From an optimization exercise on the open Yosys and OpenROAD flow, aimed at a short achievable clock period and few clock cycles; shortcuts taken in it are not production practice. Function was not checked in any run shown here: the RTL went through the layout flow alone. No activity file was given, so power comes from the tool's default toggle rates.

File: design/flow/config.mk
export PLATFORM = sky130hd
export DESIGN_NAME = dlx_core
export DESIGN_NICKNAME = dlx_core
export VERILOG_FILES = /design/flow/design.v
export SDC_FILE = /design/flow/constraint.sdc
export NUM_CORES = 4
export LEC_CHECK = 0
export CAP_MARGIN = 20
export CORE_MARGIN = 2
export CORE_UTILIZATION = 40
export SETUP_SLACK_MARGIN = 4.5
export SLEW_MARGIN = 20
export TNS_END_PERCENT = 100
File: design/flow/constraint.sdc
create_clock -name core_clock -period 7.0 [get_ports {clk}]
set_input_delay 1.4000 -clock core_clock [delete_from_list [all_inputs] [get_ports {clk}]]
set_output_delay 1.4000 -clock core_clock [all_outputs]
set_load 0.01 [all_outputs]
File: design/flow/design.v
`timescale 1ns/1ps
module dlx_core (
    input  logic        clk,
    input  logic        rst,
    input  logic [31:0] init_pc,
    output logic [31:0] i_addr,
    input  logic [31:0] instruction,
    output logic [31:0] mem_addr,
    output logic [31:0] mem_wr_data,
    output logic        mem_wr,
    input  logic [31:0] mem_rd_data,
    output logic        reg_wr,
    output logic [4:0]  rd,
    output logic [31:0] reg_wr_data
);
    logic [29:0] pc_q;
    logic        e_valid;
    logic        e_wr;           
    logic [4:0]  e_rd;
    logic        e_lw;
    logic        e_sw;
    logic        e_br;           
    logic        e_bnez;
    logic        e_pred;         
    logic        e_a_ld;         
    logic        e_s_ld;         
    logic        e_r_add;        
    logic        e_r_sub;
    logic        e_r_and;
    logic        e_r_or;
    logic        e_r_xor;
    logic        e_r_slt;
    logic [31:0] e_a;
    logic [31:0] e_b;
    logic [31:0] e_a2;
    logic [31:0] e_b2;
    logic [31:0] e_a3;
    logic [31:0] e_b3;
    logic [31:0] e_st;           
    logic [29:0] e_alt;          
    logic        m_valid;
    logic        m_wr;
    logic        m_lw;
    logic [4:0]  m_rd;
    logic [31:0] m_res;
    logic        m_ez;           
    logic [31:0] regs [1:31];
    logic [31:0] zr;             
    logic [31:0] m_val;
    logic        m_zero;
    logic        m_wb;
    assign i_addr = {pc_q, 2'b00};
    assign m_val  = m_lw ? mem_rd_data : m_res;
    assign m_zero = m_lw ? (mem_rd_data == 32'd0) : m_ez;
    assign m_wb   = m_valid && m_wr;
    always_ff @(posedge clk) begin
        if (rst) begin
            reg_wr      <= 1'b0;
            rd          <= '0;
            reg_wr_data <= '0;
        end else begin
            reg_wr      <= m_wb;
            rd          <= m_rd;
            reg_wr_data <= m_val;
        end
    end
    always_ff @(posedge clk) begin
        if (rst) begin
            zr <= '1;
        end else if (m_wb) begin
            zr[m_rd] <= m_zero;
        end
    end
    always_ff @(posedge clk) begin
        if (rst) begin
            for (int i = 1; i < 32; i++) regs[i] <= '0;
        end else if (m_wb) begin
            regs[m_rd] <= m_val;
        end
    end
    logic [31:0] st_d;
    logic        a_zero;
    logic        taken;
    logic        redirect;
    logic [31:0] alu_res;
    logic [31:0] sum;
    logic [31:0] diff;
    logic        slt;
    assign st_d = e_s_ld ? mem_rd_data : e_st;
    assign a_zero   = e_a_ld ? (mem_rd_data == 32'd0) : (e_a3 == 32'd0);
    assign taken    = e_bnez ^ a_zero;
    assign redirect = e_valid && e_br && (taken != e_pred);
    assign sum  = e_a + e_b;
    assign diff = e_a2 - e_b2;
    assign slt  = (e_a2[31] ^ e_b2[31]) ? e_a2[31] : diff[31];
    assign alu_res = ({32{e_r_add}} & sum) |
                     ({32{e_r_sub}} & diff) |
                     ({32{e_r_and}} & (e_a3 & e_b3)) |
                     ({32{e_r_or}}  & (e_a3 | e_b3)) |
                     ({32{e_r_xor}} & (e_a3 ^ e_b3)) |
                     {31'd0, e_r_slt & slt};
    logic [31:0] s_x;
    logic [31:0] s_o;
    logic        ez;
    logic        ez_known;       
    logic        ez_full;
    assign s_x = e_a3 ^ e_b3;
    assign s_o = e_a3 | e_b3;
    assign ez  = (e_r_add & (s_x == {s_o[30:0], 1'b0})) |
                 ((e_r_sub | e_r_xor) & (s_x == 32'd0)) |
                 (e_r_and & ((e_a3 & e_b3) == 32'd0)) |
                 (e_r_or  & (s_o == 32'd0));
    assign ez_known = !e_lw && !e_r_slt;
    assign ez_full  = e_r_slt ? !slt : ez;
    always_ff @(posedge clk) begin
        if (rst) begin
            m_valid     <= 1'b0;
            m_wr        <= 1'b0;
            m_lw        <= 1'b0;
            m_rd        <= '0;
            m_res       <= '0;
            m_ez        <= 1'b1;
            mem_addr    <= '0;
            mem_wr_data <= '0;
            mem_wr      <= 1'b0;
        end else begin
            m_valid     <= e_valid;
            m_wr        <= e_wr;
            m_lw        <= e_lw;
            m_rd        <= e_rd;
            m_res       <= alu_res;
            m_ez        <= ez_full;
            mem_addr    <= sum;
            mem_wr_data <= st_d;
            mem_wr      <= e_valid && e_sw;
        end
    end
    logic [5:0]  f_op;
    logic [5:0]  f_fn;
    logic [4:0]  f_rs1;
    logic [4:0]  f_rs2;
    logic [4:0]  f_rd;
    logic        f_rtype;
    logic        f_addi;
    logic        f_lw;
    logic        f_sw;
    logic        f_beqz;
    logic        f_bnez;
    logic        f_j;
    logic        f_wr;
    logic        f_e_hit;
    logic        f_known;
    logic        f_zero;
    logic        f_take;
    logic        f_stall;
    logic [31:0] f_bus_a;
    logic [31:0] f_bus_b;
    logic [31:0] f_imm;
    logic [29:0] f_pc4;
    logic [29:0] f_tgt;
    assign f_op  = instruction[31:26];
    assign f_fn  = instruction[5:0];
    assign f_rs1 = instruction[25:21];
    assign f_rs2 = instruction[20:16];
    assign f_rtype = (f_op == 6'h00);
    assign f_addi  = (f_op == 6'h08);
    assign f_lw    = (f_op == 6'h23);
    assign f_sw    = (f_op == 6'h2b);
    assign f_beqz  = (f_op == 6'h04);
    assign f_bnez  = (f_op == 6'h05);
    assign f_j     = (f_op == 6'h02);
    assign f_rd    = f_rtype ? instruction[15:11] : f_rs2;
    assign f_wr    = (f_rtype || f_addi || f_lw) && (f_rd != 5'd0);
    assign f_imm   = {{16{instruction[15]}}, instruction[15:0]};
    assign f_bus_a = (f_rs1 == 5'd0) ? 32'd0 :
                     (m_wb && (m_rd == f_rs1)) ? m_val : regs[f_rs1];
    assign f_bus_b = (f_rs2 == 5'd0) ? 32'd0 :
                     (m_wb && (m_rd == f_rs2)) ? m_val : regs[f_rs2];
    logic e_fwd;
    logic fa_ld;
    logic fa_alu;
    logic fb_ld;
    logic fb_alu;
    assign e_fwd  = e_valid && e_wr;
    assign fa_ld  = e_fwd &&  e_lw && (e_rd == f_rs1);
    assign fa_alu = e_fwd && !e_lw && (e_rd == f_rs1);
    assign fb_ld  = e_fwd &&  e_lw && (e_rd == f_rs2);
    assign fb_alu = e_fwd && !e_lw && (e_rd == f_rs2);
    assign f_stall = (fa_ld && (f_rtype || f_addi || f_lw || f_sw)) ||
                     (fb_ld && f_rtype);
    logic        f_zo;
    logic        f_m_hit;
    logic        f_zr;
    assign f_zr    = zr[f_rs1];
    assign f_m_hit = m_wb && (m_rd == f_rs1);
    assign f_zo    = (f_rs1 == 5'd0) || (f_m_hit ? m_zero : f_zr);
    assign f_e_hit = e_fwd && (e_rd == f_rs1);
    assign f_known = !(f_e_hit && !ez_known);
    assign f_zero  = f_e_hit ? ez : f_zo;
    assign f_take = f_j ||
                    (f_beqz && (f_known ? f_zero : instruction[15])) ||
                    (f_bnez && (f_known ? !f_zero : 1'b1));
    logic [14:0] pc4_lo;         
    logic [15:0] h_0;
    logic [15:0] h_m1;
    logic [15:0] h_p1;
    logic [15:0] t_lo1;
    logic [14:0] t_lo;
    logic        ct;
    logic [15:0] t_hi;
    logic [15:0] j_ext;
    logic [15:0] j_hi0;
    logic [16:0] j_hi1;
    assign pc4_lo = {1'b0, pc_q[13:0]} + 15'd1;
    assign h_0    = pc_q[29:14];
    assign h_m1   = h_0 - 16'd1;
    assign h_p1   = h_0 + 16'd1;
    assign f_pc4  = {pc4_lo[14] ? h_p1 : h_0, pc4_lo[13:0]};
    assign t_lo1 = {1'b0, pc_q[13:0], 1'b1} + {1'b0, instruction[15:2], 1'b1};
    assign t_lo  = t_lo1[15:1];
    assign ct    = t_lo[14];
    logic [15:0] hi_c0;
    logic [15:0] hi_c1;
    assign j_ext = {{6{instruction[25]}}, instruction[25:16]};
    assign j_hi0 = h_0 + j_ext;
    assign j_hi1 = {h_0, 1'b1} + {j_ext, 1'b1};
    assign hi_c0 = f_j ? j_hi0 : (instruction[15] ? h_m1 : h_0);
    assign hi_c1 = f_j ? j_hi1[16:1] : (instruction[15] ? h_0 : h_p1);
    assign t_hi  = ct ? hi_c1 : hi_c0;
    assign f_tgt = {t_hi, t_lo[13:0]};
    logic s_alt;
    logic s_hold;
    logic s_tgt;
    logic s_seq;
    assign s_alt  = redirect;
    assign s_hold = !redirect && f_stall;
    assign s_tgt  = !redirect && !f_stall && f_take;
    assign s_seq  = !redirect && !f_stall && !f_take;
    always_ff @(posedge clk) begin
        if (rst) begin
            pc_q <= init_pc[31:2];
        end else begin
            pc_q <= ({30{s_alt}}  & e_alt) |
                    ({30{s_hold}} & pc_q) |
                    ({30{s_tgt}}  & f_tgt) |
                    ({30{s_seq}}  & f_pc4);
        end
    end
    always_ff @(posedge clk) begin
        if (rst) begin
            e_valid <= 1'b0;
            e_wr    <= 1'b0;
            e_rd    <= '0;
            e_lw    <= 1'b0;
            e_sw    <= 1'b0;
            e_br    <= 1'b0;
            e_bnez  <= 1'b0;
            e_pred  <= 1'b0;
            e_a_ld  <= 1'b0;
            e_s_ld  <= 1'b0;
            e_r_add <= 1'b0;
            e_r_sub <= 1'b0;
            e_r_and <= 1'b0;
            e_r_or  <= 1'b0;
            e_r_xor <= 1'b0;
            e_r_slt <= 1'b0;
            e_a     <= '0;
            e_b     <= '0;
            e_a2    <= 32'd1;
            e_b2    <= 32'd1;
            e_a3    <= 32'd2;
            e_b3    <= 32'd2;
            e_st    <= '0;
            e_alt   <= '0;
        end else begin
            e_valid <= !redirect && !f_stall;
            e_wr    <= f_wr;
            e_rd    <= f_rd;
            e_lw    <= f_lw;
            e_sw    <= f_sw;
            e_br    <= (f_beqz || f_bnez) && !f_known;
            e_bnez  <= f_bnez;
            e_pred  <= f_take;
            e_a_ld  <= fa_ld;
            e_s_ld  <= fb_ld;
            e_r_sub <= f_rtype && (f_fn == 6'h22);
            e_r_and <= f_rtype && (f_fn == 6'h24);
            e_r_or  <= f_rtype && (f_fn == 6'h25);
            e_r_xor <= f_rtype && (f_fn == 6'h26);
            e_r_slt <= f_rtype && (f_fn == 6'h2a);
            e_r_add <= !(f_rtype && (f_fn == 6'h22 || f_fn == 6'h24 || f_fn == 6'h25 ||
                                     f_fn == 6'h26 || f_fn == 6'h2a));
            e_a     <= fa_alu ? alu_res : f_bus_a;
            e_b     <= !f_rtype ? f_imm : (fb_alu ? alu_res : f_bus_b);
            e_a2    <= fa_alu ? alu_res : f_bus_a;
            e_b2    <= !f_rtype ? f_imm : (fb_alu ? alu_res : f_bus_b);
            e_a3    <= fa_alu ? alu_res : f_bus_a;
            e_b3    <= !f_rtype ? f_imm : (fb_alu ? alu_res : f_bus_b);
            e_st    <= fb_alu ? alu_res : f_bus_b;
            e_alt   <= f_take ? f_pc4 : f_tgt;
        end
    end
endmodule
File: design/flow/run.sh
#!/bin/bash
# synth_recipe.tcl (not shown) runs the flow's synth.tcl, then flattens the netlist and writes it again
# the make line also repeats each setting of config.mk as NAME=value (left out here)
make -C /OpenROAD-flow-scripts/flow DESIGN_CONFIG=/design/flow/config.mk WORK_HOME=/design/flow/orfs CLKGATE_MAP_FILE= SYNTH_SCRIPT=/design/flow/synth_recipe.tcl finish
==> flow_summary.ini, run 1 <==
[pwr]
p_leak_nw = 34.4
ir_worst_vdd_mv = 0.207
sw_frac_of_total_pct = 29.3
internal-power_mw = 15.3
power.density_mw_per_mm2 = 227
pwr-share-comb_pct = 20.7
sequentialPowerShare_pct = 43.2
clock_power_share_pct = 36.1
p_sw_mw = 6.34

[routing]
vias = 60300
via_per_inst = 6.47
firstDrtPassIters = 7
top_layer = met5
drt_drc_violations_left = 0
wl_um = 324000
avgRoutedWirePerCell_um = 34.7
routed-wl-met2_um = 147000
wl_met1_um = 109000
met3_length_um = 38600
initialDrtViolationCount = 8414
drtAntennaViolNets = 0

[worst_setup_path]
crit_type = reg -> reg
arrival_ns = 4.79
r2r_cells = 19
cp-start-kind = flip-flop
required_ns = 7.68
reg2reg_from = e_a[9]
critPathCaptureType = flip-flop
cp_max_fo = 9
r2r_slack_ns = 2.89
r2r_end = e_b[31]

[worst_hold_path]
worstHoldPathType = reg -> reg
holdPathStages = 2
min_to = mem_wr_data[13]
hp-start = e_st[13]

[synth]
ys_seq_area_share_pct = 50.8
synth_cells = 6303
yosysUniqueCellTypes = 101
syn_area_mm2 = 0.0746
synth_edf_count = 1024
yosysTopAreaCell = edfxtp_1
avgSynthCellArea_um2 = 11.8
ys_seq_elements = 1380
yosys_warnings = 1
synth.area.top_cells = edfxtp_1, mux4_2, dfxtp_1
ys.flop_type = edfxtp_1
synth_top_cell_area_share_pct = 41.2
postSynth.asyncResetShare_pct = 0

[sta]
final_hold_viol_count = 0
fin_crit_ns = 4.11
fmax_mhz = 243
grt_setup_unrepaired = yes
slew_headroom_pct = 13.6
drv_slew = 0
skew_ns = 0.0333
finalSetupViolCount = 0
final.setup.tns_ns = 0
worstMarginPinSlew_ns = 1.28
fin_crit_sh_pct = 58.7
hold_slack_ns = 0.452

[floorplanning]
start_util_pct = 40.2
ios = 233
rows = 158
core-area_mm2 = 0.185
die-width_um = 436
dieArea_mm2 = 0.190
die_y_um = 436

[global_route]
antenna_found_initial = 4
grt_pass1_wl_um = 444000
gr-total-overflow = 0
track_usage_pct = 32.9
grt_max_degree = 133
grt_pass1_vias = 58800

[clock_tree]
hold_buffers = 0
cts_buffer_depth = 3
clock_latency_ns = 0.85
clkTransAtPathRegs_ns = 0.06
h-tree-depth = 4
cts_buffers = 150
cts_root_buffer = clkbuf_16
cts_tree = built
cts_sinks = 1380

[final_layout]
fin_nets = 6968
drive_gt1_share_pct = 34.6
area_growth_pct = 28.2
layout_commonest_cell = nor2_1
fillerInstances = 15700
most-common-layout-cells = nor2_1, edfxtp_1, mux4_2

[run]
drv_cap = 0

[run_status]
status = complete, no violations

[place]
gp_congestion = 0.960
dpl.hpwl_um = 171000
numPortBuffers = 228
## critical path, stage by stage, from the launching register on
cell	delay (ns)
dfxtp_1	0.40
inv_1	0.11
ha_4	0.32
nor3_4	0.14
nand2_1	0.12
a311oi_4	0.39
o211ai_1	0.26
a21boi_2	0.20
buf_6	0.14
o21ai_4	0.06
a21oi_2	0.14
nor2_1	0.05
o31a_1	0.26
fa_2	0.52
o21ai_1	0.05
nor2_1	0.19
o31a_1	0.19
buf_6	0.12
a21o_1	0.18
a211oi_1	0.09
## power by group through the flow
stage / sequential [mW] / combinational, mW / clock, mW
6_report: 9.36 / 4.50 / 7.82
2_1_floorplan: 9.44 / 2.29 / 0
5_1_grt: 9.39 / 4.64 / 8.15
4_1_cts: 9.34 / 4.15 / 7.81
3_5_place_dp: 9.53 / 3.42 / 0
3_3_place_gp: 9.51 / 3.40 / 0
## flip-flops by register name, summed over array words and instances, names as in the netlist, 5 cells and up
| register | cells |
|---|---|
| e_b | 32 |
| reg_wr_data | 32 |
| regs | 1024 |
| mem_wr_data | 32 |
| m_rd | 5 |
| zr | 32 |
| mem_addr | 32 |
| rd | 5 |
| e_rd | 5 |
| e_alt | 30 |
| m_res | 32 |
| pc_q | 30 |
| e_a | 32 |
| e_st | 32 |
## cell type report
type | count | area, um^2 | share of cell area (%)
clock buffers | 202 | 4060 | 4.25
clock inverters | 62 | 616 | 0.643
inverters | 190 | 733 | 0.766
diodes | 2 | 5.00 | 0.00523
repair inverters | 1 | 7.51 | 0.00784
well taps | 2480 | 3100 | 3.24
flip-flops and latches | 1380 | 38200 | 39.9
multi-input cells | 4221 | 39400 | 41.2
repair buffers | 786 | 9580 | 10.0
## stage by stage
stage          cell area, um^2  power, mW  std cells  util (%)  setup WS [ns]
2_1_floorplan            78300       11.7       6304         -           3.00
3_3_place_gp             80900       12.9       8550      43.6           1.64
3_5_place_dp             81000       12.9       8552      43.7           1.60
4_1_cts                  93500       21.3       9230      50.4           2.81
5_1_grt                  95700       22.2       9323      51.6           2.81
6_report                 95700       21.7       9324      51.6           2.89
## repair_timing
action                     in CTS  in global routing
gates resized for setup      1392                362
buffers inserted              304                 74
setup endpoints to repair    2291               1278
gates cloned                  110                 17
pin swaps                     165                125
## worst max path at each step
stage | slack (ns) | to | startpoint
after floorplan | 3.00 | pc_q[27] | instruction[9]
after global placement | 1.64 | pc_q[9] | mem_rd_data[16]
after detailed placement | 1.60 | pc_q[12] | mem_rd_data[16]
after CTS | 2.81 | e_b[31] | e_b[1]
after global routing | 2.81 | e_b[31] | e_b[4]
final | 2.89 | e_b[31] | e_a[9]
## metal layers
metal | vias to the layer above | track usage (%)
met5 | - | 0.479
met4 | 6 | 23.4
met3 | 1162 | 8.62
met2 | 4419 | 51.4
met1 | 30300 | 39.4
li1 | 24400 | -
## cell usage after synthesis, types with 8 or more instances
| cell type | n |
|---|---|
| a22oi_1 | 24 |
| and2_1 | 32 |
| edfxtp_1 | 1024 |
| a2bb2oi_1 | 10 |
| nor4_1 | 47 |
| a221oi_2 | 8 |
| nand3_1 | 88 |
| mux4_2 | 568 |
| xor2_1 | 80 |
| buf_1 | 39 |
| nor2_1 | 1357 |
| clkbuf_1 | 445 |
| a221o_1 | 20 |
| a221oi_1 | 16 |
| nand4_1 | 48 |
| and3_1 | 27 |
| a211o_1 | 24 |
| or3_1 | 22 |
| buf_2 | 73 |
| o31ai_1 | 17 |
| o221ai_1 | 29 |
| o21bai_1 | 20 |
| nand2_1 | 307 |
| a2111oi_0 | 8 |
| a21o_1 | 25 |
| nor3_1 | 80 |
| a21oi_1 | 268 |
| o22ai_1 | 71 |
| dfxtp_1 | 356 |
| nand2b_1 | 42 |
| nor2b_1 | 38 |
| a31oi_1 | 21 |
| o21a_1 | 19 |
| mux2i_1 | 207 |
| ha_1 | 134 |
| a211oi_1 | 55 |
| xnor2_1 | 87 |
| inv_1 | 188 |
| or2_2 | 8 |
| o21ai_0 | 131 |
| mux2_2 | 33 |
| o211ai_1 | 35 |
| buf_4 | 18 |
| o21ai_1 | 12 |
## kinds of logic after synthesis
| logic type | Yosys count | share of synthesized area, % |
|---|---|---|
| other | 1 | 0.00503 |
| and+or+nand+nor | 2139 | 12.2 |
| muxes | 810 | 20.4 |
| xor gates and xnor gates | 167 | 1.96 |
| adders and majority gates | 140 | 2.41 |
| buffers and inverters | 771 | 4.15 |
| DFF | 1380 | 50.8 |
| AOI/OAI and AO/OA | 895 | 8.06 |
==> inputs of run 2 (changes only) <==
--- a/design/flow/design.v
+++ b/design/flow/design.v
@@ -23,4 +23,5 @@
     logic        e_bnez;
     logic        e_pred;         
+    logic        e_jl;           
     logic        e_a_ld;         
     logic        e_s_ld;         
@@ -38,5 +39,8 @@
     logic [31:0] e_b3;
     logic [31:0] e_st;           
-    logic [29:0] e_alt;          
+    logic [29:0] e_pc4;          
+    logic [29:0] e_off;          
+    logic        r_redir;
+    logic [29:0] r_tgt;
     logic        m_valid;
     logic        m_wr;
@@ -90,14 +94,25 @@
     assign a_zero   = e_a_ld ? (mem_rd_data == 32'd0) : (e_a3 == 32'd0);
     assign taken    = e_bnez ^ a_zero;
-    assign redirect = e_valid && e_br && (taken != e_pred);
+    assign redirect = e_valid && !r_redir && (e_jl || (e_br && (taken != e_pred)));
+    always_ff @(posedge clk) begin
+        if (rst) begin
+            r_redir <= 1'b0;
+            r_tgt   <= '0;
+        end else begin
+            r_redir <= redirect;
+            r_tgt   <= e_pred ? e_pc4 : (e_pc4 + e_off);
+        end
+    end
     assign sum  = e_a + e_b;
     assign diff = e_a2 - e_b2;
     assign slt  = (e_a2[31] ^ e_b2[31]) ? e_a2[31] : diff[31];
-    assign alu_res = ({32{e_r_add}} & sum) |
-                     ({32{e_r_sub}} & diff) |
-                     ({32{e_r_and}} & (e_a3 & e_b3)) |
+    logic [31:0] alu_oth;        
+    assign alu_oth = ({32{e_r_and}} & (e_a3 & e_b3)) |
                      ({32{e_r_or}}  & (e_a3 | e_b3)) |
                      ({32{e_r_xor}} & (e_a3 ^ e_b3)) |
                      {31'd0, e_r_slt & slt};
+    assign alu_res = ({32{e_r_add}} & sum) |
+                     ({32{e_r_sub}} & diff) |
+                     alu_oth;
     logic [31:0] s_x;
     logic [31:0] s_o;
@@ -125,5 +140,5 @@
             mem_wr      <= 1'b0;
         end else begin
-            m_valid     <= e_valid;
+            m_valid     <= e_valid && !r_redir;
             m_wr        <= e_wr;
             m_lw        <= e_lw;
@@ -133,5 +148,5 @@
             mem_addr    <= sum;
             mem_wr_data <= st_d;
-            mem_wr      <= e_valid && e_sw;
+            mem_wr      <= e_valid && e_sw && !r_redir;
         end
     end
@@ -158,5 +173,4 @@
     logic [31:0] f_imm;
     logic [29:0] f_pc4;
-    logic [29:0] f_tgt;
     assign f_op  = instruction[31:26];
     assign f_fn  = instruction[5:0];
@@ -201,50 +215,74 @@
                     (f_beqz && (f_known ? f_zero : instruction[15])) ||
                     (f_bnez && (f_known ? !f_zero : 1'b1));
-    logic [14:0] pc4_lo;         
-    logic [15:0] h_0;
-    logic [15:0] h_m1;
-    logic [15:0] h_p1;
-    logic [15:0] t_lo1;
-    logic [14:0] t_lo;
+    logic [8:0]  pc4_lo;         
+    logic [21:0] h_0;
+    logic [21:0] h_m1;
+    logic [21:0] h_p1;
+    logic [21:0] h4;
+    logic [9:0]  t_lo1;
+    logic [7:0]  t_lo;
     logic        ct;
-    logic [15:0] t_hi;
-    logic [15:0] j_ext;
-    logic [15:0] j_hi0;
-    logic [16:0] j_hi1;
-    assign pc4_lo = {1'b0, pc_q[13:0]} + 15'd1;
-    assign h_0    = pc_q[29:14];
-    assign h_m1   = h_0 - 16'd1;
-    assign h_p1   = h_0 + 16'd1;
-    assign f_pc4  = {pc4_lo[14] ? h_p1 : h_0, pc4_lo[13:0]};
-    assign t_lo1 = {1'b0, pc_q[13:0], 1'b1} + {1'b0, instruction[15:2], 1'b1};
-    assign t_lo  = t_lo1[15:1];
-    assign ct    = t_lo[14];
-    logic [15:0] hi_c0;
-    logic [15:0] hi_c1;
-    assign j_ext = {{6{instruction[25]}}, instruction[25:16]};
-    assign j_hi0 = h_0 + j_ext;
-    assign j_hi1 = {h_0, 1'b1} + {j_ext, 1'b1};
-    assign hi_c0 = f_j ? j_hi0 : (instruction[15] ? h_m1 : h_0);
-    assign hi_c1 = f_j ? j_hi1[16:1] : (instruction[15] ? h_0 : h_p1);
-    assign t_hi  = ct ? hi_c1 : hi_c0;
-    assign f_tgt = {t_hi, t_lo[13:0]};
+    logic        f_short;
+    logic        f_fast;         
+    assign pc4_lo = {1'b0, pc_q[7:0]} + 9'd1;
+    assign h_0    = pc_q[29:8];
+    assign h_m1   = h_0 - 22'd1;
+    assign h_p1   = h_0 + 22'd1;
+    assign h4     = pc4_lo[8] ? h_p1 : h_0;
+    assign f_pc4  = {h4, pc4_lo[7:0]};
+    assign t_lo1 = {1'b0, pc_q[7:0], 1'b1} + {1'b0, instruction[9:2], 1'b1};
+    assign t_lo  = t_lo1[8:1];
+    assign ct    = t_lo1[9];
+    assign f_short = f_j ? ((instruction[25:9] == 17'h1ffff) || (instruction[25:9] == 17'h0))
+                         : ((instruction[15:9] == 7'h7f) || (instruction[15:9] == 7'h0));
+    assign f_fast  = f_take && f_short;
     logic s_alt;
     logic s_hold;
     logic s_tgt;
     logic s_seq;
-    assign s_alt  = redirect;
-    assign s_hold = !redirect && f_stall;
-    assign s_tgt  = !redirect && !f_stall && f_take;
-    assign s_seq  = !redirect && !f_stall && !f_take;
+    logic [21:0] hi_c0;
+    logic [21:0] hi_c1;
+    logic [21:0] nh_c0;
+    logic [21:0] nh_c1;
+    logic [7:0]  n_lo;
+    assign s_alt  = r_redir;
+    assign s_hold = !r_redir && f_stall;
+    assign s_tgt  = !r_redir && !f_stall && f_fast;
+    assign s_seq  = !r_redir && !f_stall && !f_fast;
+    assign hi_c0 = instruction[9] ? h_m1 : h_0;
+    assign hi_c1 = instruction[9] ? h_0 : h_p1;
+    assign nh_c0 = ({22{s_alt}}  & r_tgt[29:8]) |
+                   ({22{s_hold}} & h_0) |
+                   ({22{s_tgt}}  & hi_c0) |
+                   ({22{s_seq}}  & h4);
+    assign nh_c1 = ({22{s_alt}}  & r_tgt[29:8]) |
+                   ({22{s_hold}} & h_0) |
+                   ({22{s_tgt}}  & hi_c1) |
+                   ({22{s_seq}}  & h4);
+    assign n_lo  = ({8{s_alt}}  & r_tgt[7:0]) |
+                   ({8{s_hold}} & pc_q[7:0]) |
+                   ({8{s_tgt}}  & t_lo) |
+                   ({8{s_seq}}  & pc4_lo[7:0]);
     always_ff @(posedge clk) begin
         if (rst) begin
             pc_q <= init_pc[31:2];
         end else begin
-            pc_q <= ({30{s_alt}}  & e_alt) |
-                    ({30{s_hold}} & pc_q) |
-                    ({30{s_tgt}}  & f_tgt) |
-                    ({30{s_seq}}  & f_pc4);
+            pc_q <= {ct ? nh_c1 : nh_c0, n_lo};
         end
     end
+    logic        fb_r;           
+    logic [31:0] nxt_a;
+    logic [31:0] nxt_b;
+    logic [31:0] oth_a;
+    logic [31:0] oth_b;
+    assign fb_r  = f_rtype && fb_alu;
+    assign oth_a = fa_alu ? alu_oth : f_bus_a;
+    assign oth_b = !f_rtype ? f_imm : (fb_alu ? alu_oth : f_bus_b);
+    assign nxt_a = ({32{fa_alu && e_r_add}} & sum) |
+                   ({32{fa_alu && e_r_sub}} & diff) |
+                   oth_a;
+    assign nxt_b = ({32{fb_r && e_r_add}} & sum) |
+                   ({32{fb_r && e_r_sub}} & diff) |
+                   oth_b;
     always_ff @(posedge clk) begin
         if (rst) begin
@@ -257,4 +295,5 @@
             e_bnez  <= 1'b0;
             e_pred  <= 1'b0;
+            e_jl    <= 1'b0;
             e_a_ld  <= 1'b0;
             e_s_ld  <= 1'b0;
@@ -272,14 +311,16 @@
             e_b3    <= 32'd2;
             e_st    <= '0;
-            e_alt   <= '0;
+            e_pc4   <= '0;
+            e_off   <= '0;
         end else begin
-            e_valid <= !redirect && !f_stall;
+            e_valid <= !r_redir && !f_stall;
             e_wr    <= f_wr;
             e_rd    <= f_rd;
             e_lw    <= f_lw;
             e_sw    <= f_sw;
-            e_br    <= (f_beqz || f_bnez) && !f_known;
+            e_br    <= (f_beqz || f_bnez) && !(f_known && f_short);
             e_bnez  <= f_bnez;
-            e_pred  <= f_take;
+            e_pred  <= f_fast;
+            e_jl    <= f_j && !f_short;
             e_a_ld  <= fa_ld;
             e_s_ld  <= fb_ld;
@@ -291,12 +332,14 @@
             e_r_add <= !(f_rtype && (f_fn == 6'h22 || f_fn == 6'h24 || f_fn == 6'h25 ||
                                      f_fn == 6'h26 || f_fn == 6'h2a));
-            e_a     <= fa_alu ? alu_res : f_bus_a;
-            e_b     <= !f_rtype ? f_imm : (fb_alu ? alu_res : f_bus_b);
-            e_a2    <= fa_alu ? alu_res : f_bus_a;
-            e_b2    <= !f_rtype ? f_imm : (fb_alu ? alu_res : f_bus_b);
-            e_a3    <= fa_alu ? alu_res : f_bus_a;
-            e_b3    <= !f_rtype ? f_imm : (fb_alu ? alu_res : f_bus_b);
+            e_a     <= nxt_a;
+            e_b     <= nxt_b;
+            e_a2    <= nxt_a;
+            e_b2    <= nxt_b;
+            e_a3    <= nxt_a;
+            e_b3    <= nxt_b;
             e_st    <= fb_alu ? alu_res : f_bus_b;
-            e_alt   <= f_take ? f_pc4 : f_tgt;
+            e_pc4   <= f_pc4;
+            e_off   <= f_j ? {{6{instruction[25]}}, instruction[25:2]}
+                           : {{16{instruction[15]}}, instruction[15:2]};
         end
     end
==> run 2 against run 1 <==
Effect of this change: synthesized cell count down 2.7%; worst setup slack got worse by 0.081 ns; utilization down 0.26 points; still clean on timing, DRC and antenna; sequential power up 3.5%; highest routed layer unchanged; wire length decreased by 6.6%; first-iteration DRC count fell by 0.93%; synthesized area grew 0.79%; via count decreased by 3.3%; sequential cell count is 56 higher; critical endpoint is now e_b2[0]; critical path type unchanged; critical path depth shrank 3; non-clock buffer count increased by 11; largest power group unchanged; fmax decreased by 1.9%.
==> flow_summary.ini, run 2 <==
[floorplanning]
die_y_um = 438
ios = 233
dieArea_mm2 = 0.192
rows = 159
start_util_pct = 40.1
die-width_um = 438
core-area_mm2 = 0.187

[routing]
drtAntennaViolNets = 0
initialDrtViolationCount = 8336
via_per_inst = 6.33
firstDrtPassIters = 6
routed-wl-met2_um = 140000
wl_um = 303000
top_layer = met5
wl_met1_um = 105000
vias = 58300
drt_drc_violations_left = 0
avgRoutedWirePerCell_um = 32.9
met3_length_um = 34000

[clock_tree]
hold_buffers = 0
clkTransAtPathRegs_ns = 0.06
cts_buffers = 158
h-tree-depth = 4
clock_latency_ns = 0.85
cts_sinks = 1436
cts_tree = built
cts_buffer_depth = 3
cts_root_buffer = clkbuf_16

[synth]
synthAdderAreaFrac_pct = 2.48
syn_area_mm2 = 0.0752
synthMuxAreaShare_pct = 21.6
yosysTopAreaCell = edfxtp_1
synthSimpleGateAreaFrac_pct = 11.9
yosys-top-cells-count = nor2_1, edfxtp_1, mux4_2
avgSynthCellArea_um2 = 12.3
synth_top_cell_area_share_pct = 40.9
yosysMostFrequentCell = nor2_1
yosys_warnings = 1
synth-compound-area-share_pct = 6.60
ys_seq_elements = 1436
synth_edf_count = 1024
yosysUniqueCellTypes = 91
ys_seq_area_share_pct = 51.8
synthXorXnorAreaFrac_pct = 1.87
postSynth.asyncResetShare_pct = 0
synth.area.top_cells = edfxtp_1, mux4_2, dfxtp_1
ys.flop_type = edfxtp_1
synth_top_family_by_area = multiplexers
synth_cells = 6135

[worst_hold_path]
hp-start = r_tgt[22]
holdPathStages = 2
min_to = pc_q[22]
worstHoldPathType = reg -> reg

[sta]
worstMarginPinSlew_ns = 1.36
fin_crit_ns = 4.19
fin_ws_ns = 2.81
drv_slew = 0
skew_ns = 0.0410
grt_setup_unrepaired = yes
fin_crit_sh_pct = 59.9
fmax_mhz = 238
final.setup.tns_ns = 0
finalSetupViolCount = 0
final_hold_viol_count = 0
slew_headroom_pct = 9.53

[global_route]
grt_pass1_vias = 57100
grt_pass1_wl_um = 415000
gr-total-overflow = 0
track_usage_pct = 30.4
grt_max_degree = 163
antenna_found_initial = 14

[place]
dpl.hpwl_um = 163000
numPortBuffers = 228
gp_congestion = 0.957
placed_area_mm2 = 0.0812
dp_slack_ns = 1.55

[worst_setup_path]
crit_type = reg -> reg
cp-start-kind = flip-flop
arrival_ns = 4.91
reg2reg_from = e_a[9]
critPathCaptureType = flip-flop
required_ns = 7.71
path_cells = inv_2 -> ha_4 -> or4_4 -> or3_4 -> or3_4 -> nand4_1 -> a31o_4 -> o21ai_2 -> a211oi_2 -> a211oi_2 -> fa_2 -> nand2_4 -> o2111ai_4 -> a22oi_2 -> a211oi_2 -> or2_4
crit_slowest_cell = or4_4
cp_slowest_stage_delay_ns = 0.54
r2r_end = e_b2[0]
r2r_cells = 16
cp_max_fo = 2
r2r_slack_ns = 2.81
crit_top_cell = a211oi_2

[pwr]
power.density_mw_per_mm2 = 231
ir_worst_vdd_mv = 0.252
p_leak_nw = 34.8

[final_layout]
fillerInstances = 15700
postLayoutCellArea_mm2 = 0.0962
multi_input_area_mm2 = 0.0386
largest_reg_flops = 1024
most-common-layout-cells = nor2_1, edfxtp_1, mux4_2
largest_register = regs
seqCellArea_mm2 = 0.0393
layout_commonest_cell = nor2_1
postLayoutCoreUtil_pct = 51.4
area_growth_pct = 27.9
drive_gt1_share_pct = 36.1
fin_nets = 6819

[run_status]
status = complete, no violations

[run]
drv_cap = 0
[run 2: changes by cell type in the layout (fill, tap and decap cells not counted), sizes merged, moves of 23 or more]
cell,change
a21oi,-77
mux4,+77
dfxtp,+56
mux2i,-56
o22ai,-29
a211oi,-26
nand2b,-26
o221ai,-23
[run 2: kinds of logic after synthesis]
| logic type | after synthesis |
|---|---|
| fa+ha+maj | 146 |
| other cells | 1 |
| flops | 1436 |
| buf+inv | 720 |
| xor+xnor | 161 |
| mux | 816 |
| simple gates | 2114 |
| compound gates | 741 |
[run 2: area by class of cell]
class | instances | area share (%)
repair buffers | 797 | 9.82
clock inverters | 84 | 0.791
clock buffers | 204 | 4.46
flip-flops and latches | 1436 | 40.8
multi-input cells | 4010 | 40.1
diodes | 8 | 0.0208
well taps | 2495 | 3.24
inverters | 172 | 0.699
[run 2: how the worst max path moves through the flow]
stage	slack (ns)	depth (start not counted)	start	endpoint
4_1_cts	2.92	16	e_a[9]	e_b2[0]
2_1_floorplan	2.97	11	instruction[21]	pc_q[7]
3_3_place_gp	1.52	12	mem_rd_data[21]	pc_q[17]
3_5_place_dp	1.55	12	mem_rd_data[21]	pc_q[17]
5_1_grt	2.73	16	e_b[13]	e_b2[0]
6_report	2.81	16	e_a[9]	e_b2[0]
[run 2: worst max-delay path, delay by kind of cell, from the launching register on]
kind | cells | cell delay, ns
AOI/OAI and AO/OA | 7 | 1.11
adders and majority gates | 2 | 0.69
buffers and inverters | 1 | 0.05
DFF | 1 | 0.37
and+or+nand+nor | 6 | 1.84
[run 2: metal layers]
layer,track usage [%],vias up
met5,0,-
met4,20.0,8
met3,7.10,1033
met2,48.5,4193
met1,37.0,29200
li1,-,23800
[run 2: what timing repair did]
item	4_1_cts	5_1_grt
gates resized for setup	1514	362
hold endpoints to repair	0	0
cloned	80	12
endpoints found under the setup margin	2284	1039
pin swaps	207	185
setup buffers	263	127
[run 2: per-stage QoR]
step	hold WS, ns	instances	power (mW)
global placement	0.437	8427	13.0
finish	0.449	9206	22.3
global route	0.478	9203	22.8
detailed placement	0.439	8428	13.0
floorplan	0.423	6136	11.9
CTS	0.454	9059	21.9
[run 2: report_power, final]
group / internal, mW / leakage [nW] / switching (mW)
registers: 9.46 / 14.0 / 0.227
logic: 1.85 / 18.3 / 2.39
clock network: 4.69 / 2.48 / 3.66
==> inputs of run 3 (changes only) <==
--- a/design/flow/design.v
+++ b/design/flow/design.v
@@ -1,3 +1,123 @@
 `timescale 1ns/1ps
+module dlx_add8c (
+    input  logic [7:0] a,
+    input  logic [7:0] b,
+    output logic [7:0] s,
+    output logic       co
+);
+    logic [9:0] t;
+    assign t  = {1'b0, a, 1'b1} + {1'b0, b, 1'b1};
+    assign s  = t[8:1];
+    assign co = t[9];
+endmodule
+module dlx_npc (
+    input  logic [21:0] h_m1,
+    input  logic [21:0] h_0,
+    input  logic [21:0] h_p1,
+    input  logic [7:0]  t_lo,
+    input  logic        sgn,
+    input  logic        ct,
+    input  logic        s_tgt,
+    input  logic [29:0] n_other,
+    output logic [29:0] n_pc
+);
+    logic [21:0] hi_c0;
+    logic [21:0] hi_c1;
+    logic [29:0] n_tgt;
+    assign hi_c0 = sgn ? h_m1 : h_0;
+    assign hi_c1 = sgn ? h_0 : h_p1;
+    assign n_tgt = {ct ? hi_c1 : hi_c0, t_lo};
+    assign n_pc  = s_tgt ? n_tgt : n_other;
+endmodule
+module dlx_pcinc (
+    input  logic [29:0] pc,
+    output logic [29:0] pc4,
+    output logic [21:0] h_m1,
+    output logic [21:0] h_p1
+);
+    logic [8:0] lo;
+    assign lo   = {1'b0, pc[7:0]} + 9'd1;
+    assign h_m1 = pc[29:8] - 22'd1;
+    assign h_p1 = pc[29:8] + 22'd1;
+    assign pc4  = {lo[8] ? h_p1 : pc[29:8], lo[7:0]};
+endmodule
+`timescale 1ns/1ps
+module dlx_zero (
+    input  logic [31:0] a,
+    input  logic [31:0] b,
+    input  logic        op_add,
+    input  logic        op_eq,        
+    input  logic        op_and,
+    input  logic        op_or,
+    output logic        z
+);
+    logic [31:0] x;
+    logic [31:0] o;
+    assign x = a ^ b;
+    assign o = a | b;
+    assign z = (op_add & (x == {o[30:0], 1'b0})) |
+               (op_eq  & (x == 32'd0)) |
+               (op_and & ((a & b) == 32'd0)) |
+               (op_or  & (o == 32'd0));
+endmodule
+module dlx_take (
+    input  logic ok,             
+    input  logic tk_early,       
+    input  logic known,          
+    input  logic beqz,
+    input  logic bnez,
+    input  logic rs1_zero,       
+    input  logic e_hit,
+    input  logic ez,
+    input  logic m_hit,
+    input  logic mz,
+    input  logic rz,
+    output logic take
+);
+    logic z;
+    assign z    = e_hit ? ez : (rs1_zero || (m_hit ? mz : rz));
+    assign take = ok && (tk_early || (known && (z ? beqz : bnez)));
+endmodule
+`timescale 1ns/1ps
+module dlx_add32 (
+    input  logic [31:0] a,
+    input  logic [31:0] b,
+    input  logic        ci,
+    output logic [31:0] s
+);
+    logic [32:0] t;
+    assign t = {a, ci} + {b, ci};
+    assign s = t[32:1];
+endmodule
+module dlx_slt (
+    input  logic [31:0] a,
+    input  logic [31:0] b,
+    output logic        lt
+);
+    logic ge_lo;                 
+    assign ge_lo = (a[30:0] >= b[30:0]);
+    assign lt    = (a[31] ^ b[31]) ? a[31] : !ge_lo;
+endmodule
+`timescale 1ns/1ps
+module dlx_rdmux (
+    input  logic [1023:0] words,
+    input  logic [4:0]    idx,
+    output logic [31:0]   q
+);
+    always_comb begin
+        q = '0;
+        for (int i = 1; i < 32; i++) begin
+            if (idx == 5'(i)) q = words[32*i +: 32];
+        end
+    end
+endmodule
+module dlx_bitsel (
+    input  logic [31:0] v,
+    input  logic [4:0]  idx,
+    output logic        q
+);
+    assign q = v[idx];
+endmodule
+`timescale 1ns/1ps
 module dlx_core (
     input  logic        clk,
@@ -14,5 +134,8 @@
     output logic [31:0] reg_wr_data
 );
+    logic [29:0] pc_o;
+    logic [29:0] pc_n;
     logic [29:0] pc_q;
+    assign pc_q = ~pc_n;
     logic        e_valid;
     logic        e_wr;           
@@ -54,5 +177,5 @@
     logic        m_zero;
     logic        m_wb;
-    assign i_addr = {pc_q, 2'b00};
+    assign i_addr = {pc_o, 2'b00};
     assign m_val  = m_lw ? mem_rd_data : m_res;
     assign m_zero = m_lw ? (mem_rd_data == 32'd0) : m_ez;
@@ -104,7 +227,7 @@
         end
     end
-    assign sum  = e_a + e_b;
-    assign diff = e_a2 - e_b2;
-    assign slt  = (e_a2[31] ^ e_b2[31]) ? e_a2[31] : diff[31];
+    dlx_add32 i_add (.a(e_a),  .b(e_b),   .ci(1'b0), .s(sum));
+    dlx_add32 i_sub (.a(e_a2), .b(~e_b2), .ci(1'b1), .s(diff));
+    dlx_slt   i_slt (.a(e_a3), .b(e_b3), .lt(slt));
     logic [31:0] alu_oth;        
     assign alu_oth = ({32{e_r_and}} & (e_a3 & e_b3)) |
@@ -115,15 +238,9 @@
                      ({32{e_r_sub}} & diff) |
                      alu_oth;
-    logic [31:0] s_x;
-    logic [31:0] s_o;
     logic        ez;
     logic        ez_known;       
     logic        ez_full;
-    assign s_x = e_a3 ^ e_b3;
-    assign s_o = e_a3 | e_b3;
-    assign ez  = (e_r_add & (s_x == {s_o[30:0], 1'b0})) |
-                 ((e_r_sub | e_r_xor) & (s_x == 32'd0)) |
-                 (e_r_and & ((e_a3 & e_b3) == 32'd0)) |
-                 (e_r_or  & (s_o == 32'd0));
+    dlx_zero i_ez (.a(e_a3), .b(e_b3), .op_add(e_r_add), .op_eq(e_r_sub | e_r_xor),
+                   .op_and(e_r_and), .op_or(e_r_or), .z(ez));
     assign ez_known = !e_lw && !e_r_slt;
     assign ez_full  = e_r_slt ? !slt : ez;
@@ -187,8 +304,15 @@
     assign f_wr    = (f_rtype || f_addi || f_lw) && (f_rd != 5'd0);
     assign f_imm   = {{16{instruction[15]}}, instruction[15:0]};
-    assign f_bus_a = (f_rs1 == 5'd0) ? 32'd0 :
-                     (m_wb && (m_rd == f_rs1)) ? m_val : regs[f_rs1];
-    assign f_bus_b = (f_rs2 == 5'd0) ? 32'd0 :
-                     (m_wb && (m_rd == f_rs2)) ? m_val : regs[f_rs2];
+    logic [1023:0] words;
+    logic [31:0]   rd_a;
+    logic [31:0]   rd_b;
+    always_comb begin
+        words[31:0] = '0;
+        for (int i = 1; i < 32; i++) words[32*i +: 32] = regs[i];
+    end
+    dlx_rdmux i_rd_a (.words(words), .idx(f_rs1), .q(rd_a));
+    dlx_rdmux i_rd_b (.words(words), .idx(f_rs2), .q(rd_b));
+    assign f_bus_a = (m_wb && (m_rd == f_rs1) && (f_rs1 != 5'd0)) ? m_val : rd_a;
+    assign f_bus_b = (m_wb && (m_rd == f_rs2) && (f_rs2 != 5'd0)) ? m_val : rd_b;
     logic e_fwd;
     logic fa_ld;
@@ -206,5 +330,5 @@
     logic        f_m_hit;
     logic        f_zr;
-    assign f_zr    = zr[f_rs1];
+    dlx_bitsel i_zr (.v(zr), .idx(f_rs1), .q(f_zr));
     assign f_m_hit = m_wb && (m_rd == f_rs1);
     assign f_zo    = (f_rs1 == 5'd0) || (f_m_hit ? m_zero : f_zr);
@@ -212,62 +336,41 @@
     assign f_known = !(f_e_hit && !ez_known);
     assign f_zero  = f_e_hit ? ez : f_zo;
-    assign f_take = f_j ||
-                    (f_beqz && (f_known ? f_zero : instruction[15])) ||
-                    (f_bnez && (f_known ? !f_zero : 1'b1));
-    logic [8:0]  pc4_lo;         
+    logic f_tk_early;
+    assign f_tk_early = f_j || (!f_known && ((f_beqz && instruction[15]) || f_bnez));
+    assign f_take = f_tk_early || (f_known && (f_zero ? f_beqz : f_bnez));
     logic [21:0] h_0;
     logic [21:0] h_m1;
     logic [21:0] h_p1;
-    logic [21:0] h4;
-    logic [9:0]  t_lo1;
     logic [7:0]  t_lo;
     logic        ct;
     logic        f_short;
     logic        f_fast;         
-    assign pc4_lo = {1'b0, pc_q[7:0]} + 9'd1;
     assign h_0    = pc_q[29:8];
-    assign h_m1   = h_0 - 22'd1;
-    assign h_p1   = h_0 + 22'd1;
-    assign h4     = pc4_lo[8] ? h_p1 : h_0;
-    assign f_pc4  = {h4, pc4_lo[7:0]};
-    assign t_lo1 = {1'b0, pc_q[7:0], 1'b1} + {1'b0, instruction[9:2], 1'b1};
-    assign t_lo  = t_lo1[8:1];
-    assign ct    = t_lo1[9];
+    dlx_pcinc i_pcinc (.pc(pc_q), .pc4(f_pc4), .h_m1(h_m1), .h_p1(h_p1));
+    dlx_add8c i_tlo (.a(pc_q[7:0]), .b(instruction[9:2]), .s(t_lo), .co(ct));
     assign f_short = f_j ? ((instruction[25:9] == 17'h1ffff) || (instruction[25:9] == 17'h0))
                          : ((instruction[15:9] == 7'h7f) || (instruction[15:9] == 7'h0));
     assign f_fast  = f_take && f_short;
-    logic s_alt;
-    logic s_hold;
-    logic s_tgt;
-    logic s_seq;
-    logic [21:0] hi_c0;
-    logic [21:0] hi_c1;
-    logic [21:0] nh_c0;
-    logic [21:0] nh_c1;
-    logic [7:0]  n_lo;
-    assign s_alt  = r_redir;
-    assign s_hold = !r_redir && f_stall;
-    assign s_tgt  = !r_redir && !f_stall && f_fast;
-    assign s_seq  = !r_redir && !f_stall && !f_fast;
-    assign hi_c0 = instruction[9] ? h_m1 : h_0;
-    assign hi_c1 = instruction[9] ? h_0 : h_p1;
-    assign nh_c0 = ({22{s_alt}}  & r_tgt[29:8]) |
-                   ({22{s_hold}} & h_0) |
-                   ({22{s_tgt}}  & hi_c0) |
-                   ({22{s_seq}}  & h4);
-    assign nh_c1 = ({22{s_alt}}  & r_tgt[29:8]) |
-                   ({22{s_hold}} & h_0) |
-                   ({22{s_tgt}}  & hi_c1) |
-                   ({22{s_seq}}  & h4);
-    assign n_lo  = ({8{s_alt}}  & r_tgt[7:0]) |
-                   ({8{s_hold}} & pc_q[7:0]) |
-                   ({8{s_tgt}}  & t_lo) |
-                   ({8{s_seq}}  & pc4_lo[7:0]);
+    logic        tk_ok;
+    logic        s_tgt_o;
+    logic        s_tgt_n;
+    logic [29:0] n_other;
+    logic [29:0] n_pc_o;
+    logic [29:0] n_pc_n;
+    assign n_other = rst ? init_pc[31:2] : (r_redir ? r_tgt : (f_stall ? pc_q : f_pc4));
+    assign tk_ok   = !rst && !r_redir && !f_stall && f_short;
+    dlx_take i_take_o (.ok(tk_ok), .tk_early(f_tk_early), .known(f_known), .beqz(f_beqz),
+                       .bnez(f_bnez), .rs1_zero(f_rs1 == 5'd0), .e_hit(f_e_hit), .ez(ez),
+                       .m_hit(f_m_hit), .mz(m_zero), .rz(f_zr), .take(s_tgt_o));
+    dlx_take i_take_n (.ok(tk_ok), .tk_early(f_tk_early), .known(f_known), .beqz(f_beqz),
+                       .bnez(f_bnez), .rs1_zero(f_rs1 == 5'd0), .e_hit(f_e_hit), .ez(ez),
+                       .m_hit(f_m_hit), .mz(m_zero), .rz(f_zr), .take(s_tgt_n));
+    dlx_npc i_npc_o (.h_m1(h_m1), .h_0(h_0), .h_p1(h_p1), .t_lo(t_lo), .sgn(instruction[9]),
+                     .ct(ct), .s_tgt(s_tgt_o), .n_other(n_other), .n_pc(n_pc_o));
+    dlx_npc i_npc_n (.h_m1(h_m1), .h_0(h_0), .h_p1(h_p1), .t_lo(t_lo), .sgn(instruction[9]),
+                     .ct(ct), .s_tgt(s_tgt_n), .n_other(n_other), .n_pc(n_pc_n));
     always_ff @(posedge clk) begin
-        if (rst) begin
-            pc_q <= init_pc[31:2];
-        end else begin
-            pc_q <= {ct ? nh_c1 : nh_c0, n_lo};
-        end
+        pc_o <= n_pc_o;
+        pc_n <= ~n_pc_n;
     end
     logic        fb_r;           
--- a/design/flow/config.mk
+++ b/design/flow/config.mk
@@ -11,3 +11,4 @@
 export SETUP_SLACK_MARGIN = 4.5
 export SLEW_MARGIN = 20
+export SYNTH_HIERARCHICAL = 1
 export TNS_END_PERCENT = 100
==> run 3 against run 2 <==
Effect of this change: still clean; sequential cell count shrank 2; synthesized area grew 11%; critical path depth shrank 2; cell count grew 39%; via count grew 46%; sequential power grew 1%; global-route usage grew 12 points; wire length grew 56%; first-iteration DRC count grew 71%; sequential share of layout area shrank 7.2 points; fmax grew 11%; critical path type is now in -> reg; largest power group unchanged.
==> flow_summary.ini, run 3 <==
[run_status]
status = complete, no violations

[synth]
ys_seq_area_share_pct = 46.2
synth_top_cell_area_share_pct = 35.6
avgSynthCellArea_um2 = 9.31
yosys-top-cells-count = nor2_1, edfxtp_1, nand2_1
yosysMostFrequentCell = nor2_1
synth_cells = 8982
syn_area_mm2 = 0.0836
synth.area.top_cells = edfxtp_1, dfxtp_1, nor2_1
yosys_warnings = 8
yosysTopAreaCell = edfxtp_1
yosysUniqueCellTypes = 118
postSynth.asyncResetShare_pct = 0
ys_seq_elements = 1434
ys.flop_type = edfxtp_1
synth_edf_count = 992

[final_layout]
largest_reg_flops = 992
largest_register = regs
multi_input_area_mm2 = 0.0506
drive_gt1_share_pct = 34.1
layout_commonest_cell = nor2_1
seqCellArea_mm2 = 0.0390
most-common-layout-cells = nor2_1, edfxtp_1, buf_4
postLayoutCellArea_mm2 = 0.116
postLayoutCoreUtil_pct = 55.8
fin_nets = 10200
fillerInstances = 17600
area_growth_pct = 38.6
fin_cells = 12800

[pwr]
p_leak_nw = 43.1
ir_worst_vdd_mv = 0.291
power.density_mw_per_mm2 = 219
power.total_mw = 25.4

[run]
drv_cap = 0

[clock_tree]
cts_root_buffer = clkbuf_16
cts_sinks = 1434
cts_buffer_depth = 3
hold_buffers = 0
cts_tree = built
h-tree-depth = 4
clock_latency_ns = 0.90
clkTransAtPathRegs_ns = 0.05
cts_buffers = 170

[routing]
avgRoutedWirePerCell_um = 37.0
wl_um = 473000
via_per_inst = 6.66
initialDrtViolationCount = 14300
firstDrtPassIters = 8
vias = 85100
drt_drc_violations_left = 0
drtAntennaViolNets = 0

[worst_setup_path]
cp-startpoint = instruction[18]
crit_type = in -> reg
r2r_slack_ns = 3.48
required_ns = 7.74
arrival_ns = 4.53
crit_family = compound AO/OA/AOI/OAI gates
path_cells = buf_16 -> buf_16 -> nand3b_1 -> o21ai_4 -> nand2_1 -> a222oi_1 -> nor3_4 -> o21ai_2 -> o211ai_1 -> nand2_1 -> o21ai_2 -> nand2_2 -> a21oi_2 -> mux2_4
reg2reg_from = e_a[24]
cp_max_fo = 3
cp_slowest_stage_delay_ns = 0.58
critPathCaptureType = flip-flop
crit_slowest_cell = o21ai_4
r2r_cells = 16
worst-path-buf-inv = 2
worst-path-stages = 14
r2r_end = pc_n[23]
cp-start-kind = primary input

[place]
numPortBuffers = 228
dpl.hpwl_um = 280000
gp_congestion = 1.07
placed_area_mm2 = 0.0908
dp_cells = 11600

[floorplanning]
ios = 233
core-area_mm2 = 0.207
dieArea_mm2 = 0.213
rows = 167
die-width_um = 461
die_y_um = 461
start_util_pct = 40.3

[sta]
worstMarginPinSlew_ns = 1.10
fin_crit_ns = 3.79
skew_ns = 0.0453
slew_headroom_pct = 26.6
fmax_mhz = 264
final_hold_viol_count = 0
fin_crit_sh_pct = 54.1
grt_setup_unrepaired = yes
drv_slew = 0
finalSetupViolCount = 0
final.setup.tns_ns = 0

[worst_hold_path]
min_to = mem_wr_data[10]
hp-start = e_st[10]
holdPathStages = 2
worstHoldPathType = reg -> reg

[global_route]
grt_pass1_vias = 79300
track_usage_pct = 42.8
grt_pass1_wl_um = 635000
grt_max_degree = 149
gr-total-overflow = 0
antenna_found_initial = 31
-- run 3: how the worst max path moves through the flow --
| stage | endpoint | slack (ns) |
|---|---|---|
| 2_1_floorplan | pc_o[10] | 2.96 |
| 3_3_place_gp | e_b[9] | 1.20 |
| 3_5_place_dp | e_b[9] | 1.17 |
| 4_1_cts | pc_n[8] | 3.58 |
| 5_1_grt | e_b[13] | 3.22 |
| 6_report | e_b[13] | 3.21 |
-- run 3: cells by family (layout without fill, tap and decap cells) --
family,count (synthesis),count (layout),synth area share [%]
AND/OR/NAND/NOR,3117,3156,16.6
AO/OA/AOI/OAI,2365,2367,18.5
flip-flops,1434,1434,46.2
buffers and inverters,1074,2026,5.58
multiplexers,509,509,6.79
adder cells (fa/ha/maj),271,271,4.09
XOR/XNOR,210,210,2.20
other,2,20,0.00899
-- run 3: metal layers --
layer	vias to the layer above	global-route usage (%)	wire (um)	part of all wire, %
li1	34400	-	-	-
met1	41400	52.6	169000	36
met2	7117	59.7	188000	40
met3	2175	17.1	70000	15
met4	30	32.0	45200	9.6
met5	-	0.735	913	0.19
-- run 3: what timing repair did --
item,in CTS,in global routing
pin swaps,510,468
resized for setup,2493,589
setup buffers,577,201
setup endpoints to repair,2033,1254
cloned,91,17
-- run 3: layout make-up --
type / instances / area share [%]
diodes: 14 / 0.0302
clock buffers: 228 / 4.16
clock inverters: 87 / 0.823
inverters: 331 / 1.12
multi-input cells: 6519 / 43.7
flip-flops and latches: 1434 / 33.6
well taps: 2788 / 3.01
repair buffers: 1380 / 13.5
-- run 3: stage by stage --
step | worst slack, ns | hold slack [ns]
2_1_floorplan | 2.96 | 0.434
3_3_place_gp | 1.20 | 0.455
3_5_place_dp | 1.17 | 0.457
4_1_cts | 3.58 | 0.467
5_1_grt | 3.22 | 0.495
6_report | 3.21 | 0.465
-- run 3: power breakdown --
| group | internal [mW] | switching [mW] | total [mW] |
|---|---|---|---|
| Combinational | 2.33 | 3.83 | 6.16 |
| Sequential | 9.44 | 0.355 | 9.80 |
| Clock | 5.44 | 3.98 | 9.42 |
| Total | 17.2 | 8.16 | 25.4 |
-- run 3: worst register-to-register path: cells and delay by family (launching register included) --
family / cells / cell delay [ns]
AOI/OAI and AO/OA: 4 / 0.60
and+or+nand+nor: 5 / 1.16
adders and majority gates: 1 / 0.39
buffers and inverters: 6 / 0.73
DFF: 1 / 0.52
-- run 3: Yosys stat by module (local to each module, per instance) --
module / times used / flops+latches / cells
dlx_add32: 2 / 0 / 241
dlx_add8c: 1 / 0 / 47
dlx_pcinc: 1 / 0 / 200
dlx_take: 2 / 0 / 9
dlx_bitsel: 1 / 0 / 41
dlx_npc: 2 / 0 / 135
dlx_zero: 1 / 0 / 208
dlx_slt: 1 / 0 / 112
dlx_rdmux: 2 / 0 / 1519
dlx_core: 1 / 1434 / 4566

==> port drivers added, routing unchanged <==
The results above use ideal ports. As a check the final layouts listed here were re-extracted and re-timed, cells and wires unchanged.
Step 1 (the two cells are an assumption about what drives the block):
set clk [get_ports {clk}]
set_driving_cell -lib_cell sky130_fd_sc_hd__clkbuf_16 $clk
set_driving_cell -lib_cell sky130_fd_sc_hd__buf_2 [delete_from_list [all_inputs] $clk]
Step 2 times the ports against the registers' clock, not the clock port: input delays grow and output delays shrink by t, the midpoint of the rising clock arrivals with the driver on.
a / b / c = ideal ports / drivers / drivers and shift; a / b = the first two.
| run | t (ns) | setup slack, ns | worst register clock-pin slew, ns | cell pins on the clock port's net |
|---|---|---|---|---|
| run 1 | 0.915 | 2.888 / 2.888 / 2.232 | 0.07 / 0.07 | 1 |
| run 2 | 0.923 | 2.806 / 2.806 / 2.191 | 0.07 / 0.07 | 1 |
| run 3 | 0.956 | 3.212 / 2.736 / 1.780 | 0.07 / 0.07 | 1 |
After both steps every run listed still meets setup and hold. For run 3, which loses most, drivers alone change the setup slack by -0.476 ns; drivers and shift together by -1.432 ns.
